This design comes from an exercise in tuning for small area, a short achievable clock period and few clock cycles per item on the open sky130 flow, not from production work.
Only simulation tests tie the RTL to the original design; equivalence was not proved.
Power figures rest on the tool's default switching activity, not on a simulated workload.

## v4
Design mcm_pipe, start of the top module:
module mcm_pipe (
    input  logic         clk,
    input  logic         rst,
    input  logic         in_valid,
    output logic         in_ready,
    input  logic [31:0]  in_x,
    input  logic [4:0]   in_frac,
    input  logic         in_mode,
    output logic         out_valid,
    input  logic         out_ready,
    output logic [255:0] out_y
);
Size: roughly 2800 cells after synthesis, roughly 65 flip-flops, ~0.023 mm^2 of cells after synthesis.
==> flow/config.mk <==
export PLATFORM = sky130hd
export DESIGN_NAME = mcm_pipe
export DESIGN_NICKNAME = mcm_pipe
export VERILOG_FILES = /design/flow/design.v
export SDC_FILE = /design/flow/constraint.sdc
export NUM_CORES = 4
export LEC_CHECK = 0
export CAP_MARGIN = 20
export CORE_MARGIN = 2
export CORE_UTILIZATION = 40
export SETUP_SLACK_MARGIN = 4
export SLEW_MARGIN = 20
==> flow/constraint.sdc <==
create_clock -name core_clock -period 10.0 [get_ports {clk}]
set_input_delay 2.0000 -clock core_clock [delete_from_list [all_inputs] [get_ports {clk}]]
set_output_delay 2.0000 -clock core_clock [all_outputs]
set_load 0.01 [all_outputs]
run.sh (not shown) runs the stock make flow with config.mk's settings and CLKGATE_MAP_FILE= SYNTH_SCRIPT=/design/flow/synth_recipe.tcl, a recipe that flattens the netlist after the stock synthesis.
Testbench counts of v4, summed over its fixed seeds: cycles 9,608, items 9,600.
Relative to v4, the following input files were edited for v34:
Settings: swapping 4 for 3.75 in SETUP_SLACK_MARGIN.
==> flow/flow/run.sh (new file) <==
#!/bin/bash
set -euo pipefail
cd "$(dirname "$0")/.."
export BUFFER_PORTS_ARGS="-buffer_cell sky130_fd_sc_hd__buf_2"
bash standard.sh > standard_flow.log 2>&1
==> flow/standard.sh (new file) <==
#!/bin/bash
# synth_recipe.tcl (not shown) runs the flow's synth.tcl, then flattens the netlist and writes it again
# the make line also repeats each setting of config.mk as NAME=value (left out here)
make -C /OpenROAD-flow-scripts/flow DESIGN_CONFIG=/design/flow/config.mk WORK_HOME=/design/flow/orfs CLKGATE_MAP_FILE= SYNTH_SCRIPT=/design/flow/synth_recipe.tcl "${@:-finish}"
removed: flow/run.sh
Findings:
v34: no failed stages, no open violations at the end
Wire length of the first global-routing pass (lower): v34
The core utilization reported for v34 is smaller than that of v4 by 6.2 points.
Going from v4 to v34, the growth of design area from synthesis to finish was found to have gone down by 15 points.
Top routing layer in use: met4 -> v34, met5 -> v4
Compared to v4, the routing of v34 uses less wire.
From v4 to v34 the numbers moved as follows: part of the cycle the worst path needs went down by 0.44 points, combinational power fell about 20%, number of standard cells in the final layout excluding fillers -83, met3 routing resource usage after global routing about even.
On v34: worst hold slack is 0.016 ns higher than what v4 gave.
The worst slack at placement of v34 exceeds that of v4 by 0.34 ns.
v34 — post-layout total power 1.7 mW lower, v4 as reference
Modified inputs, v30 compared to v34
Settings: SETUP_SLACK_MARGIN: 3.75 -> 3.5.
==> flow/run.sh (new file) <==
#!/bin/bash
# synth_recipe.tcl (not shown) runs the flow's synth.tcl, then flattens the netlist and writes it again
# the make line also repeats each setting of config.mk as NAME=value (left out here)
make -C /OpenROAD-flow-scripts/flow DESIGN_CONFIG=/design/flow/config.mk WORK_HOME=/design/flow/orfs CLKGATE_MAP_FILE= SYNTH_SCRIPT=/design/flow/synth_recipe.tcl finish
removed: flow/flow/run.sh
removed: flow/standard.sh
Findings:
Per the final summary, v30 finished and its layout is clean on timing, DRC and antenna.
v30 has less setup slack than v34.
Comparing v34 and v30, the lower total length of routed met3 wires is on v30.
End point of the critical path: out_y[235] -> v30, out_y[27] -> v34
Changes observed in v30 relative to v34: met2 routed wirelength went down by about 6.6%, clock network fraction of design power went down by 0.8 points, post-layout instance count excluding filler cells went down by about 1.5%.
--- input diff v30..v29 ---
Settings: CORE_UTILIZATION: 40 -> 55.
## What came out
In summary, v29 completed successfully, with a layout that passed the timing, design-rule and antenna checks. Going from v30 to v29, met1 global-route usage grows by 11 points. Of v30 and v29, the higher combined area of the multi-input logic cells belongs to v30. v29 vs. v30: final worst setup slack went down by 0.078 ns, core area dropped 0.015 mm^2, post-CTS resize count dropped 1, final wirelength lost about 3%. As far as complex-gate fraction of the synthesized area goes, v29 and v30 are indistinguishable; the numbers are identical. v29 vs v30 on total power of the final layout: v29 is the lower one. Summary of v29 over v30: number of cells in the finished layout apart from fillers now sits lower, number of nets in the final layout now sits lower.
[inputs] v55 vs v29
Settings: changing SETUP_SLACK_MARGIN from 3.5 to 3.7; changing CORE_UTILIZATION from 55 to 40.
==> results.txt <==
Looking at capturing element of the worst setup path, the out_y[219] result is from v55; the out_y[45] one comes from v29.
Lower sequential share of cell area among v29 and v55: v55
Against v29, highest achievable clock rate in v55 rose slightly.
Delta (v55 minus v29): relative slew slack went down, met3 wirelength from detailed routing went down, total global routing track utilization went down.
Switching portion of total power up 0.49 points in v55 wrt v29

## violet
mcm_pipe, a different RTL version from the one above (not shown whole).
Size: ~3,100 cells after synthesis, roughly 320 flip-flops, about 300 I/O pins.
Settings: LEC_CHECK=0, CAP_MARGIN=20, CORE_MARGIN=2, CORE_UTILIZATION=40, SLEW_MARGIN=20; clock period 10.0 ns.
standard.sh (not shown) runs the stock make flow with config.mk's settings and CLKGATE_MAP_FILE= SYNTH_SCRIPT=/design/flow/synth_recipe.tcl, a recipe that flattens the netlist after the stock synthesis.
==> flow/flow/run.sh <==
#!/bin/bash
set -euo pipefail
cd "$(dirname "$0")/.."
export BUFFER_PORTS_ARGS="-buffer_cell sky130_fd_sc_hd__buf_1"
export SETUP_SLACK_MARGIN=6.3
bash standard.sh > standard_flow.log 2>&1
violet closes out successfully: all stages finished, all timing, DRC and antenna checks passed.
Testbench counts of violet, summed over its fixed seeds: cycles 9,616, items 9,600.
Setup changes, violet to zinc
Settings: CTS_CLUSTER_DIAMETER now 100, previously not set; CTS_CLUSTER_SIZE now 30, previously not set.
--- a/flow/flow/run.sh
+++ b/flow/flow/run.sh
@@ -5 +5 @@
-export SETUP_SLACK_MARGIN=6.3
+export SETUP_SLACK_MARGIN=6.0
--- outcome ---
The run with more setup slack is violet; zinc has less.
Type of the worst setup path = register to register: violet; type of the worst setup path = register to primary output: zinc
zinc ended up with a higher final worst hold slack than violet did.
Critical path depth: zinc vs violet down 11
Count of fill cells added during filler insertion (zinc over violet): increase, 185
Final clock period utilization by the worst path: zinc > violet
Relative to violet, zinc improves total via count in the routed design.
diff inputs: zinc => maple
Settings: a deleted CTS_CLUSTER_SIZE that had been 30; a deleted CTS_CLUSTER_DIAMETER that had been 100; a change of CORE_UTILIZATION from 40 to 55.
--- a/flow/flow/run.sh
+++ b/flow/flow/run.sh
@@ -5 +5 @@
-export SETUP_SLACK_MARGIN=6.0
+export SETUP_SLACK_MARGIN=6.3
Notes after the runs:
zinc → maple: number of filler instances in the final layout went down 37%; sequential cell area share went down 1.5 points. Setup WNS zinc -> maple: better. Final period demand of the worst path for maple: 20 ps down relative to zinc. [maple vs zinc] aggregate global-route resource usage: higher in maple. maple vs zinc, end of the critical path: r_q[0][26] vs in_ready. maple against zinc: quantity of gates resized following cts up 66; count of clock buffers in the final design grew by 23; vertical die dimension moved down; post-route standard cell area excluding fillers rose 5.8%.
Input-level comparison between harbor and maple:
Settings: a change of CORE_UTILIZATION from 55 to 40.
==> flow/flow/run.sh <==
#!/bin/bash
set -euo pipefail
cd "$(dirname "$0")/.."
export BUFFER_PORTS_ARGS="-buffer_cell sky130_fd_sc_hd__buf_2"
export SETUP_SLACK_MARGIN=5.8
bash standard.sh > standard_flow.log 2>&1
--- outcome ---
Looking at the reports, harbor completed the entire flow and the layout it produced met the timing, design-rule and antenna checks. harbor ended up with a lower multi-input combinational area share than maple did. Comparing maple with harbor, the source-to-sink clock delay at the later pin of the worst-skew pair came out essentially unchanged. harbor has final instance area below what maple had. Summary of harbor over maple: clock-buffer cell count increased by 6 relative to the old numbers, sum of routed wire length over all layers -3.1%, area of the die higher, area used by multi-input combinational logic dropped 4.5%. Delta(final standard cell count with taps included and fillers excluded, harbor - maple) > 0. Number of buffers inserted during clock tree synthesis ended up 3 higher on harbor than on maple.
## Diff of input files: pepper against harbor
==> flow/flow/run.sh <==
#!/bin/bash
set -euo pipefail
cd "$(dirname "$0")/.."
export BUFFER_PORTS_ARGS="-buffer_cell sky130_fd_sc_hd__buf_1"
export SETUP_SLACK_MARGIN=6.6
bash standard.sh > standard_flow.log 2>&1
--- outcome ---
- Diff harbor and pepper: non-clock buffer count lower in harbor
- Changes observed in pepper relative to harbor: storage element area stayed essentially flat, data required time at the worst endpoint fell by 20 ps.
- Summary — total routed wirelength, pepper relative to harbor: higher, by about 10%.
- Of harbor and pepper, harbor shows the lower signed area change from the synthesized netlist to the final layout, with pepper above it.
- Looking only at worst reg-to-reg path cell count, and setting everything else aside, the higher value of harbor and pepper goes to pepper.
- Of pepper and harbor, it is pepper that has the higher least setup slack across all paths after layout.
- Looking at capturing instance or port of the critical path, the r_q[0][26] result is from pepper; the r_q[1][40] one comes from harbor.
- Relative to harbor, the design area measured on pepper has increased by more than 10%.
- | buffers plus inverters on the worst setup path | pepper vs harbor | 1 higher |
- Relative to harbor, count of buffers added by post-CTS timing repair for setup has increased by 66 in pepper.
Setup changes, pepper to fjord
Settings: putting SETUP_SLACK_MARGIN at 5 where nothing was set.
==> flow/flow/run.sh <==
#!/bin/bash
set -euo pipefail
cd "$(dirname "$0")/.."
export BUFFER_PORTS_ARGS="-buffer_cell sky130_fd_sc_hd__buf_2"
bash standard.sh > standard_flow.log 2>&1
Notes after the runs:
- Per the comparison of fjord with pepper, number of gates on the worst path with buffers counted moved down; post-route total power moved down.
- NOTE: post-detailed-placement half-perimeter wirelength in fjord exceeds that of pepper
- Between fjord and pepper, it is fjord whose combinational power is lower, by about 27%.
- The higher part of the power in registers came out of fjord.
- Comparing pepper against fjord, there is no change at all in number of placement rows.
- fjord: final design instance area without fill lower than pepper
- Between pepper and fjord, post-route fraction of the period consumed by the critical path is higher for fjord, pepper comes in under that.
- Diff pepper and fjord: post-placement worst setup slack lower in fjord
- Re sequential share of layout area: pepper was lower than fjord.
- Looking at clock buffer count in the final layout, fjord sits about 4% lower than pepper does.

afterwards: timing with drivers on the ports:
No port has a modelled driver above. Below, the same layouts with a new extraction and two added sets of constraints. Step 1 assumes that a clkbuf_16 drives the clock port and a buf_2 every other input. Step 2 moves the port delays by t, midway between the first and last clock arrival at a register: inputs arrive t later, outputs are due t later. That takes back most of the time a late clock gives input paths. Three values: no drivers, after step 1, after step 2; two values: the first two.
run	t, ns	setup slack, ns	hold WS [ns]	clock arrival spread, ns	pins driven straight from the clock port
v4	0.431	3.682 / 3.632 / 4.063	0.736 / 0.736 / 0.736	0.008 / 0.008	1
v34	0.420	3.726 / 3.676 / 4.097	0.751 / 0.751 / 0.751	0.012 / 0.011	1
v30	0.419	3.614 / 3.566 / 3.985	0.769 / 0.769 / 0.769	0.012 / 0.012	1
v29	0.418	3.535 / 3.481 / 3.900	0.998 / 0.998 / 0.998	0.019 / 0.019	1
v55	0.418	3.614 / 3.566 / 3.984	0.768 / 0.768 / 0.768	0.010 / 0.010	1
violet	0.629	6.220 / 6.220 / 5.854	0.471 / 0.471 / 0.471	0.018 / 0.019	1
zinc	0.639	6.196 / 6.133 / 5.643	0.485 / 0.485 / 0.485	0.032 / 0.032	1
maple	0.615	6.217 / 6.217 / 5.873	0.472 / 0.472 / 0.472	0.026 / 0.026	1
harbor	0.638	6.029 / 6.027 / 5.489	0.472 / 0.472 / 0.472	0.020 / 0.020	1
pepper	0.649	6.223 / 6.223 / 6.033	0.469 / 0.469 / 0.469	0.036 / 0.036	1
fjord	0.633	5.802 / 5.802 / 5.499	0.472 / 0.472 / 0.472	0.021 / 0.021	1
After both steps setup and hold are still met in every run listed. The setup slack of zinc, which loses most, moves by -0.063 ns with the drivers and by -0.553 ns with both steps.
